What follows belongs to an exercise in optimizing a design on an open flow for small area; a production flow would make more cautious choices. Function was checked by simulation only, so behaviour that the tests miss may differ from the original. Power and IR drop assume default switching activity.

==> flow/design.v <==
module trace_retire_buffer #(
    parameter int DEPTH = 8,
    parameter int CNT_W = 16
) (
    input  logic             clk,
    input  logic             rst,
    input  logic             trace_en,
    input  logic             ret_valid,
    input  logic [31:0]      ret_pc,
    input  logic [31:0]      ret_insn,
    input  logic [4:0]       ret_rd_addr,
    input  logic [31:0]      ret_rd_wdata,
    input  logic             trc_ready,
    input  logic             cyc_wr,
    input  logic [31:0]      cyc_wdata,
    input  logic             instret_wr,
    input  logic [63:0]      instret_wdata,
    output logic             trc_valid,
    output logic [31:0]      trc_pc,
    output logic [31:0]      trc_insn,
    output logic [4:0]       trc_rd_addr,
    output logic [31:0]      trc_rd_wdata,
    output logic [31:0]      trc_cycle,
    output logic [2:0]       trc_class,
    output logic [63:0]      instret,
    output logic [CNT_W-1:0] drop_cnt,
    output logic             overflow
);
    localparam int PTR_W = $clog2(DEPTH);
    localparam int ENTRY_W = 32 + 32 + 5 + 32 + 32;   
    localparam logic [2:0] CLS_ALU    = 3'd0;
    localparam logic [2:0] CLS_BRANCH = 3'd1;
    localparam logic [2:0] CLS_JUMP   = 3'd2;
    localparam logic [2:0] CLS_LOAD   = 3'd3;
    localparam logic [2:0] CLS_STORE  = 3'd4;
    localparam logic [2:0] CLS_SYSTEM = 3'd5;
    localparam logic [2:0] CLS_UNK    = 3'd7;
    logic [ENTRY_W-1:0] mem [DEPTH];
    logic [ENTRY_W-1:0] new_e, head;
    logic [PTR_W-1:0]   wr_ptr;            
    logic [DEPTH-1:0]   wr_dec;            
    logic [DEPTH-1:0]   rd_sel;            
    logic               last_push;         
    logic               match;             
    logic [31:0]        cyc;
    logic [63:0]        instret_q;
    logic [CNT_W-1:0]   drop_q;
    logic               overflow_q;
    logic               empty, full, push, pop, drop;
    function automatic logic [2:0] classify(input logic [31:0] insn);
        logic [6:0] op;
        logic [2:0] f3;
        logic [2:0] c;
        op = insn[6:0];
        f3 = insn[14:12];
        c  = CLS_UNK;
        case (op)
            7'b0110111, 7'b0010111, 7'b0110011, 7'b0010011: c = CLS_ALU;
            7'b1100011: if (f3 != 3'b010 && f3 != 3'b011) c = CLS_BRANCH;
            7'b1101111: c = CLS_JUMP;
            7'b1100111: if (f3 == 3'b000) c = CLS_JUMP;
            7'b0000011: if (f3 == 3'b000 || f3 == 3'b001 || f3 == 3'b010 ||
                            f3 == 3'b100 || f3 == 3'b101) c = CLS_LOAD;
            7'b0100011: if (f3 == 3'b000 || f3 == 3'b001 || f3 == 3'b010) c = CLS_STORE;
            7'b0001111: if (f3 == 3'b000 || f3 == 3'b001) c = CLS_SYSTEM;
            7'b1110011: begin
                if (f3 == 3'b000) begin
                    if (insn == 32'h00000073 || insn == 32'h00100073 ||
                        insn == 32'h30200073 || insn == 32'h10500073)
                        c = CLS_SYSTEM;
                end else if (f3 != 3'b100) begin
                    c = CLS_SYSTEM;
                end
            end
            default: c = CLS_UNK;
        endcase
        classify = c;
    endfunction
    function automatic logic [63:0] inc_carry64(input logic [63:0] q, input logic cin);
        logic [15:0] g;
        logic [16:0] gc;
        logic [63:0] c;
        for (int k = 0; k < 16; k++) g[k] = &q[4*k +: 4];
        gc[0] = cin;
        for (int k = 0; k < 16; k++) gc[k+1] = gc[k] & g[k];
        for (int k = 0; k < 16; k++) begin
            c[4*k]   = gc[k];
            c[4*k+1] = gc[k] & q[4*k];
            c[4*k+2] = gc[k] & q[4*k] & q[4*k+1];
            c[4*k+3] = gc[k] & q[4*k] & q[4*k+1] & q[4*k+2];
        end
        inc_carry64 = c;
    endfunction
    logic [63:0] cyc_c, instret_c, drop_c;
    logic [31:0] cyc_d;
    logic [63:0] instret_d;
    assign cyc_c     = inc_carry64({32'd0, cyc}, 1'b1);
    assign instret_c = inc_carry64(instret_q, ret_valid);
    assign drop_c    = inc_carry64({48'd0, drop_q}, drop && (drop_q != '1));
    for (genvar i = 0; i < 32; i++) begin : g_cyc
        trb_cbit u_b (.q(cyc[i]), .c(cyc_c[i]), .wr(cyc_wr), .w(cyc_wdata[i]), .d(cyc_d[i]));
    end
    for (genvar i = 0; i < 64; i++) begin : g_ins
        trb_cbit u_b (.q(instret_q[i]), .c(instret_c[i]), .wr(instret_wr), .w(instret_wdata[i]),
                      .d(instret_d[i]));
    end
    always_comb begin
        for (int i = 0; i < DEPTH; i++) wr_dec[i] = (wr_ptr == PTR_W'(i));
        match = |(rd_sel & wr_dec);
        empty = match && !last_push;
        full  = match && last_push;
        pop   = !empty && trc_ready;
        push  = ret_valid && trace_en && (!full || pop);
        drop  = ret_valid && trace_en && full && !pop;
    end
    assign new_e = {ret_pc, ret_insn, ret_rd_addr,
                    (ret_rd_addr == 5'd0) ? 32'd0 : ret_rd_wdata, cyc};
    always_ff @(posedge clk or posedge rst) begin
        if (rst) begin
            cyc        <= '0;
            instret_q  <= '0;
            drop_q     <= '0;
            overflow_q <= 1'b0;
        end else begin
            cyc       <= cyc_d;
            instret_q <= instret_d;
            drop_q    <= drop_q ^ drop_c[CNT_W-1:0];
            if (drop) overflow_q <= 1'b1;
        end
    end
    always_ff @(posedge clk or posedge rst) begin
        if (rst) begin
            wr_ptr    <= '0;
            rd_sel    <= DEPTH'(1);
            last_push <= 1'b0;
        end else begin
            if (push) wr_ptr <= wr_ptr + 1'b1;
            if (pop)  rd_sel <= {rd_sel[DEPTH-2:0], rd_sel[DEPTH-1]};
            if (push != pop) last_push <= push;
        end
    end
    always_ff @(posedge clk) begin
        for (int i = 0; i < DEPTH; i++)
            if (push && wr_dec[i]) mem[i] <= new_e;
    end
    logic [ENTRY_W-1:0] g0, g1;
    for (genvar b = 0; b < ENTRY_W; b++) begin : g_rd
        trb_aoi3 u_g0 (.a0(mem[0][b]), .a1(mem[1][b]), .a2(mem[2][b]),
                       .s0(rd_sel[0]), .s1(rd_sel[1]), .s2(rd_sel[2]), .y(g0[b]));
        trb_aoi3 u_g1 (.a0(mem[3][b]), .a1(mem[4][b]), .a2(mem[5][b]),
                       .s0(rd_sel[3]), .s1(rd_sel[4]), .s2(rd_sel[5]), .y(g1[b]));
        trb_fin2 u_g2 (.g0(g0[b]), .g1(g1[b]), .a0(mem[6][b]), .a1(mem[7][b]),
                       .s0(rd_sel[6]), .s1(rd_sel[7]), .y(head[b]));
    end
    assign trc_valid    = !empty;
    assign {trc_pc, trc_insn, trc_rd_addr, trc_rd_wdata, trc_cycle} = head;
    assign trc_class    = classify(trc_insn);
    assign instret      = instret_q;
    assign drop_cnt     = drop_q;
    assign overflow     = overflow_q;
endmodule
module trb_aoi3 #(parameter int W = 1) (
    input  logic [W-1:0] a0, a1, a2,
    input  logic         s0, s1, s2,
    output logic [W-1:0] y
);
    assign y = ~((a0 & {W{s0}}) | (a1 & {W{s1}}) | (a2 & {W{s2}}));
endmodule
module trb_fin2 (
    input  logic g0, g1, a0, a1, s0, s1,
    output logic y
);
    assign y = ~(g0 & g1 & ~((a0 & s0) | (a1 & s1)));
endmodule
module trb_cbit (
    input  logic q, c, wr, w,
    output logic d
);
    assign d = wr ? w : (q ^ c);
endmodule
==> flow/config.mk <==
export PLATFORM = sky130hd
export DESIGN_NAME = trace_retire_buffer
export DESIGN_NICKNAME = trace_retire_buffer
export VERILOG_FILES = /design/flow/design.v
export SDC_FILE = /design/flow/constraint.sdc
export NUM_CORES = 4
export LEC_CHECK = 0
export CAP_MARGIN = 20
export CORE_MARGIN = 2
export CORE_UTILIZATION = 40
export PLACE_DENSITY = 0.6
export SLEW_MARGIN = 20
export SYNTH_HIERARCHICAL = 1
==> flow/constraint.sdc <==
create_clock -name core_clock -period 5.0 [get_ports {clk}]
set_input_delay 1.0000 -clock core_clock [delete_from_list [all_inputs] [get_ports {clk}]]
set_output_delay 1.0000 -clock core_clock [all_outputs]
set_load 0.01 [all_outputs]
standard.sh (not shown) runs the stock make flow with config.mk's settings and CLKGATE_MAP_FILE= SYNTH_SCRIPT=/design/flow/synth_recipe.tcl, a recipe that flattens the netlist after the stock synthesis.
==> flow/flow/run.sh <==
#!/bin/bash
# Standard ORFS layout (the standard.sh) with two changes: the port
# buffers are sky130_fd_sc_hd__buf_1, and the clock tree uses clkbuf_8
# with larger sink clusters and no dummy loads. Each step logs to its own file.
set -euo pipefail
export BUFFER_PORTS_ARGS="-buffer_cell sky130_fd_sc_hd__buf_1"
export CTS_ARGS="-sink_clustering_enable -repair_clock_nets -dont_use_dummy_load -buf_list sky130_fd_sc_hd__clkbuf_8 -sink_clustering_size 18 -sink_clustering_max_diameter 70"
bash standard.sh synth > synth.log 2>&1
bash standard.sh floorplan > floorplan.log 2>&1
bash standard.sh place > place.log 2>&1
bash standard.sh cts > cts.log 2>&1
bash standard.sh route > route.log 2>&1
bash standard.sh finish > finish.log 2>&1
Then changed:
--- a/flow/design.v
+++ b/flow/design.v
@@ -111,12 +111,11 @@
         full  = match && last_push;
         pop   = !empty && trc_ready;
         push  = ret_valid && trace_en && (!full || pop);
         drop  = ret_valid && trace_en && full && !pop;
     end
-    assign new_e = {ret_pc, ret_insn, ret_rd_addr,
-                    (ret_rd_addr == 5'd0) ? 32'd0 : ret_rd_wdata, cyc};
+    assign new_e = {ret_pc, ret_insn, ret_rd_addr, ret_rd_wdata, cyc};
     always_ff @(posedge clk or posedge rst) begin
         if (rst) begin
             cyc        <= '0;
             instret_q  <= '0;
             drop_q     <= '0;
@@ -142,17 +141,24 @@
     always_ff @(posedge clk) begin
         for (int i = 0; i < DEPTH; i++)
             if (push && wr_dec[i]) mem[i] <= new_e;
     end
     logic [ENTRY_W-1:0] g0, g1;
+    logic               rd_zero;    
+    assign rd_zero = (trc_rd_addr == 5'd0);
     for (genvar b = 0; b < ENTRY_W; b++) begin : g_rd
         trb_aoi3 u_g0 (.a0(mem[0][b]), .a1(mem[1][b]), .a2(mem[2][b]),
                        .s0(rd_sel[0]), .s1(rd_sel[1]), .s2(rd_sel[2]), .y(g0[b]));
         trb_aoi3 u_g1 (.a0(mem[3][b]), .a1(mem[4][b]), .a2(mem[5][b]),
                        .s0(rd_sel[3]), .s1(rd_sel[4]), .s2(rd_sel[5]), .y(g1[b]));
-        trb_fin2 u_g2 (.g0(g0[b]), .g1(g1[b]), .a0(mem[6][b]), .a1(mem[7][b]),
-                       .s0(rd_sel[6]), .s1(rd_sel[7]), .y(head[b]));
+        if (b >= 32 && b < 64) begin : g_wd
+            trb_fin2z u_g2 (.g0(g0[b]), .g1(g1[b]), .a0(mem[6][b]), .a1(mem[7][b]),
+                            .s0(rd_sel[6]), .s1(rd_sel[7]), .z(rd_zero), .y(head[b]));
+        end else begin : g_nz
+            trb_fin2 u_g2 (.g0(g0[b]), .g1(g1[b]), .a0(mem[6][b]), .a1(mem[7][b]),
+                           .s0(rd_sel[6]), .s1(rd_sel[7]), .y(head[b]));
+        end
     end
     assign trc_valid    = !empty;
     assign {trc_pc, trc_insn, trc_rd_addr, trc_rd_wdata, trc_cycle} = head;
     assign trc_class    = classify(trc_insn);
     assign instret      = instret_q;
@@ -170,10 +176,16 @@
     input  logic g0, g1, a0, a1, s0, s1,
     output logic y
 );
     assign y = ~(g0 & g1 & ~((a0 & s0) | (a1 & s1)));
 endmodule
+module trb_fin2z (
+    input  logic g0, g1, a0, a1, s0, s1, z,
+    output logic y
+);
+    assign y = ~(g0 & g1 & ~((a0 & s0) | (a1 & s1))) & ~z;
+endmodule
 module trb_cbit (
     input  logic q, c, wr, w,
     output logic d
 );
     assign d = wr ? w : (q ^ c);
Flip-flop and latch count is unchanged.
Worst setup slack gets better by 75 ps.
First-iteration DRC count drops by 2.5%.
Synthesized cell count goes down by 1.6%.
Cell area hardly moves.
Via count decreases by 1.3%.
Clock skew went up by 36 ps.
Cell count decreases by 0.51%.
Sequential power barely changes.
Combinational power shrinks by about 5%.
Count of clock-buffer cells in the layout stays the same.
Wire length falls by 3.8%.

what the ideal ports hide:
Ports are ideal in the flow. The routed layouts listed here were re-timed in OpenROAD. Step 1 (the two cells are an assumption about what drives the block):
set clk [get_ports {clk}]
set_driving_cell -lib_cell sky130_fd_sc_hd__clkbuf_16 $clk
set_driving_cell -lib_cell sky130_fd_sc_hd__buf_2 [delete_from_list [all_inputs] $clk]
Step 2 also shifts input and output timing later by t, the mid clock arrival at the registers, as if the neighbouring blocks saw the same clock. a / b / c = no drivers / after step 1 / after step 2; a / b = the first two.
run	shift t [ns]	setup slack, ns	worst hold slack (ns)	slew at the worst register clock pin (ns)	pins driven straight from the clock port
the first run	0.781	0.168 / 0.104 / 0.885	0.457 / 0.414 / 0.498	0.11 / 0.11	1
the second run	0.770	0.244 / 0.185 / 0.955	0.468 / 0.447 / 0.492	0.11 / 0.11	1
After both steps every run listed still meets setup and hold.
